Background: an optimization exercise with open tools, aiming at small area, a short achievable clock period and few clock cycles per item. Do not read the settings as production practice.
The RTL of this run was laid out without a check of its function.

**flow/run.sh**
```bash
#!/bin/bash
# synth_recipe.tcl (not shown) runs the flow's synth.tcl, then flattens the netlist and writes it again
# the make line also repeats each setting of config.mk as NAME=value (left out here)
make -C /OpenROAD-flow-scripts/flow DESIGN_CONFIG=/design/flow/config.mk WORK_HOME=/design/flow/orfs CLKGATE_MAP_FILE= SYNTH_SCRIPT=/design/flow/synth_recipe.tcl finish
```
**flow/design.v**
```verilog
package sil_pkg;
	localparam int CAPACITY_DEF = 16;
	localparam int VALUE_W      = 32;
	localparam int POS_W        = 4;
endpackage
module sil_ctrl (
	input  logic       clk,
	input  logic       arst_n,
	input  logic       start,
	input  logic       lt_d,       
	output logic       dtake,      
	output logic       pk_en,      
	output logic       xfer,       
	output logic       sel_k,      
	output logic       dload,      
	output logic [4:0] m,          
	output logic       busy,
	output logic       strobe,
	output logic [3:0] position,
	output logic       last,
	output logic       rejected
);
	logic [4:0] n_q;        
	logic [3:0] ph_q;       
	logic [3:0] rem_q;      
	logic       z_q;        
	logic       act_q;      
	logic       grow_q;     
	logic       placed_q;   
	logic       selk_q;     
	logic       pv_q;       
	logic       npv_q;      
	logic       xfer_q;     
	logic       dload_q;    
	logic [4:0] m_q;        
	logic       strobe_q;
	logic [3:0] pos_q;
	logic       last_q;
	logic       rej_q;
	logic       z;
	logic       take;
	logic       inc;
	logic       nstart;
	logic [4:0] n_d;
	logic [3:0] rem_d;
	logic       z_d;
	logic       act_d;
	logic       grow_d;
	logic       placed_d;
	assign z      = z_q;
	assign take   = start && npv_q;
	assign dload  = dload_q;
	assign dtake  = take && dload;
	logic ptake;
	assign ptake  = take && !dload;
	assign pk_en  = npv_q;
	assign xfer   = xfer_q;
	assign nstart = xfer || dtake;
	assign inc    = act_q && grow_q && z;
	assign n_d    = n_q + {4'd0, inc};
	assign m      = m_q;
	assign sel_k  = selk_q;
	always_comb begin
		if (!z) begin
			rem_d = rem_q - 4'd1;
			z_d   = (rem_q == 4'd1);
		end else if (nstart) begin
			rem_d = n_d[4] ? 4'd15 : n_d[3:0];
			z_d   = (n_d == 5'd0);
		end else begin
			rem_d = (n_d == 5'd0) ? 4'd0 : 4'(n_d - 5'd1);
			z_d   = (n_d <= 5'd1);
		end
	end
	assign act_d    = nstart || (act_q && !z);
	assign grow_d   = nstart ? !n_d[4] : grow_q;
	assign placed_d = !z && (placed_q || sel_k);
	logic       pv_d;
	logic       dload_d;
	logic       inc2;
	assign pv_d    = (!npv_q && !xfer) || ptake;
	assign dload_d = !act_d && (n_d == 5'd0);
	assign inc2    = (act_q && grow_q && !z && (rem_q == 4'd2)) || (xfer && (n_d == 5'd1));
	always_ff @(posedge clk or negedge arst_n) begin
		if (!arst_n) begin
			n_q      <= '0;
			rem_q    <= '0;
			z_q      <= 1'b1;
			act_q    <= 1'b0;
			selk_q   <= 1'b0;
			pv_q     <= 1'b0;
			npv_q    <= 1'b1;
			xfer_q   <= 1'b0;
			dload_q  <= 1'b1;
			m_q      <= 5'd1;
			strobe_q <= 1'b0;
		end else begin
			n_q      <= n_d;
			rem_q    <= rem_d;
			z_q      <= z_d;
			act_q    <= act_d;
			selk_q   <= act_d && grow_d && (z_d || placed_d || lt_d);
			pv_q     <= pv_d;
			npv_q    <= !pv_d;
			xfer_q   <= z_d && pv_d;
			dload_q  <= dload_d;
			m_q      <= dload_d ? 5'd1 : m_q + {4'd0, inc2};
			strobe_q <= act_q;
		end
	end
	always_ff @(posedge clk) begin
		ph_q     <= z ? 4'd0 : ph_q + 4'd1;
		grow_q   <= grow_d;
		placed_q <= placed_d;
		pos_q    <= ph_q;
		last_q   <= z;
		rej_q    <= !grow_q;
	end
	assign busy     = pv_q;
	assign strobe   = strobe_q;
	assign position = pos_q;
	assign last     = last_q;
	assign rejected = rej_q;
endmodule
module sil_datapath #(
	parameter int CAPACITY = sil_pkg::CAPACITY_DEF
) (
	input  logic                               clk,
	input  logic                               dtake,
	input  logic                               pk_en,
	input  logic                               xfer,
	input  logic                               sel_k,
	input  logic                               dload,
	input  logic [4:0]                         m,
	input  logic signed [sil_pkg::VALUE_W-1:0] value,
	output logic                               lt_d,
	output logic signed [sil_pkg::VALUE_W-1:0] element
);
	localparam int W = sil_pkg::VALUE_W;
	function automatic logic less(input logic [W-1:0] a, input logic [W-1:0] b);
		logic [W-1:0] l, g;
		for (int i = 0; i < W; i++) begin
			if (i == W - 1) begin
				l[i] = a[i] & ~b[i];
				g[i] = ~a[i] & b[i];
			end else begin
				l[i] = ~a[i] & b[i];
				g[i] = a[i] & ~b[i];
			end
		end
		for (int s = 1; s < W; s = s * 2) begin
			for (int i = 0; i + s < W; i = i + 2 * s) begin
				l[i] = l[i+s] | (~g[i+s] & l[i]);
				g[i] = g[i+s] | (~l[i+s] & g[i]);
			end
		end
		less = l[0];
	endfunction
	logic signed [W-1:0] cells_q [CAPACITY];
	logic signed [W-1:0] k_q;      
	logic signed [W-1:0] pk_q;     
	logic signed [W-1:0] head_q;   
	logic signed [W-1:0] hn_q;     
	logic signed [W-1:0] out;
	logic signed [W-1:0] hn_d;
	assign out = sel_k ? k_q : head_q;
	always_comb begin
		hn_d = '0;
		if (m == 5'd1) begin
			hn_d = dload ? value : hn_q;
		end else if (m == 5'd2) begin
			hn_d = out;
		end else begin
			for (int p = 2; p < CAPACITY; p++) begin
				if (m == 5'(18 - p)) hn_d = hn_d | cells_q[p];
			end
		end
	end
	assign lt_d = less(xfer ? pk_q : k_q, hn_q);
	always_ff @(posedge clk) begin
		for (int i = 0; i < CAPACITY - 1; i++) cells_q[i] <= cells_q[i+1];
		cells_q[CAPACITY-1] <= out;
		if (dload)      k_q <= value;
		else if (xfer)  k_q <= pk_q;
		else if (sel_k) k_q <= head_q;
		if (pk_en) pk_q <= value;
		head_q <= hn_q;
		hn_q   <= hn_d;
	end
	assign element = cells_q[CAPACITY-1];
endmodule
module sorted_insert_list #(
	parameter int CAPACITY = sil_pkg::CAPACITY_DEF
) (
	input  logic                              clk,
	input  logic                              arst_n,
	input  logic                              start,
	input  logic signed [sil_pkg::VALUE_W-1:0] value,
	output logic                              busy,
	output logic                              strobe,
	output logic signed [sil_pkg::VALUE_W-1:0] element,
	output logic [sil_pkg::POS_W-1:0]         position,
	output logic                              last,
	output logic                              rejected
);
	logic       lt_d;
	logic       dtake;
	logic       pk_en;
	logic       xfer;
	logic       sel_k;
	logic       dload;
	logic [4:0] m;
	sil_ctrl u_ctrl (
		.clk      (clk),
		.arst_n   (arst_n),
		.start    (start),
		.lt_d     (lt_d),
		.dtake    (dtake),
		.pk_en    (pk_en),
		.xfer     (xfer),
		.sel_k    (sel_k),
		.dload    (dload),
		.m        (m),
		.busy     (busy),
		.strobe   (strobe),
		.position (position),
		.last     (last),
		.rejected (rejected)
	);
	sil_datapath #(
		.CAPACITY (CAPACITY)
	) u_datapath (
		.clk     (clk),
		.dtake   (dtake),
		.pk_en   (pk_en),
		.xfer    (xfer),
		.sel_k   (sel_k),
		.dload   (dload),
		.m       (m),
		.value   (value),
		.lt_d    (lt_d),
		.element (element)
	);
endmodule
```
**flow/config.mk**
```make
export PLATFORM = sky130hd
export DESIGN_NAME = sorted_insert_list
export DESIGN_NICKNAME = sorted_insert_list
export VERILOG_FILES = /design/flow/design.v
export SDC_FILE = /design/flow/constraint.sdc
export NUM_CORES = 4
export LEC_CHECK = 0
export CAP_MARGIN = 20
export CORE_MARGIN = 2
export CORE_UTILIZATION = 60
export SETUP_SLACK_MARGIN = 3.0
export SLEW_MARGIN = 20
```
**flow/constraint.sdc**
```tcl
create_clock -name core_clock -period 5.5 [get_ports {clk}]
set_input_delay 1.1000 -clock core_clock [delete_from_list [all_inputs] [get_ports {clk}]]
set_output_delay 1.1000 -clock core_clock [all_outputs]
set_load 0.01 [all_outputs]
```
==> run notes <==
==> area by class of cell <==
type / count / area (um^2) / area share
antenna: 2 / 5.00 / 0.000223
timing repair buffer: 114 / 1070 / 0.0479
inverter: 13 / 51.3 / 0.00229
clock inverter: 33 / 495 / 0.0221
tap: 396 / 495 / 0.0221
clock buffer: 74 / 1580 / 0.0706
sequential: 610 / 13300 / 0.593
multi-input combinational: 757 / 5420 / 0.242
==> report_power, final <==
| group | switching [W] | total (W) | internal [W] |
|---|---|---|---|
| combinational | 0.00199 | 0.00333 | 0.00134 |
| sequential | 0.00141 | 0.00854 | 0.00713 |
| clock | 0.00169 | 0.00425 | 0.00256 |
==> worst min-delay path by stage <==
stage                     slack [ns]                                  to                                from
after floorplan                 0.33   u_datapath.cells_q[2][30]$_DFF_P_   u_datapath.cells_q[3][30]$_DFF_P_
after detailed placement        0.34   u_datapath.cells_q[12][6]$_DFF_P_   u_datapath.cells_q[13][6]$_DFF_P_
after global placement          0.33   u_datapath.cells_q[9][12]$_DFF_P_  u_datapath.cells_q[10][12]$_DFF_P_
after global routing            0.35  u_datapath.cells_q[13][30]$_DFF_P_  u_datapath.cells_q[14][30]$_DFF_P_
final                           0.34   u_datapath.cells_q[7][16]$_DFF_P_   u_datapath.cells_q[8][16]$_DFF_P_
after CTS                       0.34  u_datapath.cells_q[13][30]$_DFF_P_  u_datapath.cells_q[14][30]$_DFF_P_
==> routing by layer <==
layer / vias to the layer above / share of wire / wire [um]
met2: 558 / 0.43 / 20700
li1: 5627 / - / -
met1: 6074 / 0.45 / 21600
met4: 0 / 0.022 / 1040
met3: 80 / 0.088 / 4190
met5: - / 0 / 0
==> cells by family (layout without fill, tap and decap cells) <==
family / Yosys count / in the layout / synth area share
flops: 610 / 610 / 0.708
compound gates: 357 / 357 / 0.135
fa+ha+maj: 21 / 21 / 0.0129
simple gates: 270 / 271 / 0.0654
mux: 96 / 96 / 0.0539
buf+inv: 88 / 234 / 0.0195
xor+xnor: 12 / 12 / 0.00560
other cells: 0 / 2 / 0
==> metrics by stage <==
step / utilization / hold WS, ns
2_1_floorplan: - / 0.330
3_3_place_gp: 0.649 / 0.333
3_5_place_dp: 0.650 / 0.336
4_1_cts: 0.723 / 0.336
5_1_grt: 0.731 / 0.351
6_report: 0.731 / 0.343
==> flip-flops by register name, indices dropped and copies added, names as in the netlist, 4 cells and up <==
register,cells
u_datapath.cells_q,448
u_datapath.head_q,32
u_datapath.hn_q,32
u_datapath.k_q,32
u_datapath.pk_q,32
u_ctrl.m_q,5
u_ctrl.n_q,5
u_ctrl.ph_q,4
u_ctrl.pos_q,4
u_ctrl.rem_q,4
==> cell usage in the layout, fill, tap and decap left out, types with 36 or more instances in the layout <==
cell type / instances
clkbuf_16: 60
edfxtp_1: 96
o21ai_0: 45
nand4_1: 36
nand3_1: 40
a21oi_1: 42
dlygate4sd2_1: 40
dfxtp_1: 489
a22oi_1: 166
mux2i_1: 59
nand2_1: 119
==> timing repair <==
| item | in CTS | in global routing |
|---|---|---|
| hold buffers | 0 | 0 |
| setup endpoints to repair | 110 | 62 |
| buffers inserted | 8 | 11 |
| pin swaps | 9 | 16 |
| resized for setup | 61 | 32 |
| gates cloned | 1 | 0 |
==> impl_metrics.toml <==
[run_status]
status = "complete, no violations"

[floorplanning]
core-area_um2 = 30700
die_y_um = 181
io_pins = 75
die_x_um = 181
rows = 64
die_area_um2 = 32700
initial_core_util = 0.612

[drt]
drc = 0
via_per_inst = 6.17
wl_per_cell_um = 23.8
dr_total_vias = 12339
first_iter_violations = 1360
wirelength_mm = 47.5
ant_nets = 0
drtPass1Iterations = 6

[cts]
cts_made_buffers = 57
cts-root-buf = "clkbuf_16"
clkLatencyLatePin_ns = 0.59
cts.htree.levels = 2
clkTransAtPathRegs_ns = 0.06
cts_tree = "done"
clockBufferDepth = 3
cts.sinks = 610

[power]
ir_drop_mv = 0.396
total_power_w = 0.0161
p_leak_nw = 8.70
power_density_nw_per_um2 = 719

[critical_path]
cp_slowest_cell = "dfstp_4"
cp_top_family = "compound AO/OA/AOI/OAI gates"
crit_start = "u_ctrl.z_q$_DFF_PN1_"
r2r_slack_ns = 2.92
crit_arrival_ns = 3.04
cp_num_cells = 11
cpMostUsedCell = "ha_4"
critPathMaxFanout = 4
critical_path_buf_inv_count = 1
r2r-end = "u_ctrl.selk_q$_DFF_PN0_"
cp.required_ns = 5.96
cpPeakStageDelay_ns = 0.62
crit_end = "u_ctrl.selk_q$_DFF_PN0_"
startpoint_type = "flop"
r2r_cells = 11
r2r_start = "u_ctrl.z_q$_DFF_PN1_"
end_kind = "flop"
timing_worst_setup_path_type = "reg2reg"
crit_chain = "and3_4, ha_4, ha_4, inv_4, ha_4, a211o_1, o2111ai_2, nand2_2, a2111oi_4, nand2_1, o2111a_1"

[yosys]
syn_avg_cell_area_um2 = 12.9
synth_area_leader_cell = "dfxtp_1"
syn-cell-area_um2 = 18800
synth_area_leaders = "dfxtp_1 52%, edfxtp_1 15%, a22oi_1 6.6%"
synth_most_common_cell = "dfxtp_1"
synth_cell_types = 60
ys_warn_count = 3
synth_nets = 1500
yosysSeqAreaShare = 0.708
synth-edff-count = 96
synthCells = 1454
yosys-top-cells-count = "492 x dfxtp_1, 166 x a22oi_1, 121 x nand2_1"
synth_top_cell_area_share = 0.525
async_reset_ff_frac = 0.0361
synth_ff_type = "dfxtp_1"
synth-seq-cells = 610

[grt]
grt_start_max_net_pins = 51
use_met2 = 0.420
use_met3 = 0.0605
grt_overflow = 0
antenna_found_initial = 1
busiest_layer = "met1"
use_met1 = 0.425
grt_pass1_wl_mm = 72.0
grt_pass1_vias = 12157
grt_usage = 0.285

[sta]
finalHoldViolCount = 0
final.min_clock_period_ns = 2.58
worst_slew_pin_slew_ns = 0.707
fin_ws_ns = 2.92
rsz0062_at_grt = "yes"
setup_tns_ns = 0
max_freq_mhz = 387
slew_headroom = 0.528
finalMaxSlewViolations = 0
skew_ns = 0.0211
finalSetupViolCount = 0
fin_crit_sh = 0.470

[layout]
area_growth_pct = 19.5
fillers = 2135
nNetsFinal = 1599
postLayoutCellArea_um2 = 22400
drive_gt1_frac = 0.148
fin_cells = 1999

[hold_path]
hold_path_depth = 0
worst_hold_path_type = "reg2reg"

[job]
drv_cap = 0

[placed_design]
place_area_um2 = 19900
dp_slack_ns = 2.28
place_inst = 1870
place_congestion = 0.826
hpwl_mm = 27.7
port_buffers = 74

==> afterwards: timing with drivers on the ports <==
How much do the figures lean on ideal ports? The routed layout below was timed once more, with nothing changed but the port constraints.
Step 1 assumes that a clkbuf_16 drives the clock port and a buf_2 every other input.
Step 2 also shifts input and output timing later by t, the mid clock arrival at the registers, as if the neighbouring blocks saw the same clock.
Slacks: ideal / step 1 / step 2; pairs: ideal / step 1.
shift t [ns]: 0.627
slack for setup (ns): 2.916 / 2.916 / 2.392
worst hold slack (ns): 0.343 / 0.343 / 0.343
worst data-port slew with drivers (ns): 0.08
pins driven straight from the clock port: 1
After both steps this run still meets setup and hold. For this run, drivers alone change the setup slack by 0.000 ns; drivers and shift together by -0.524 ns.
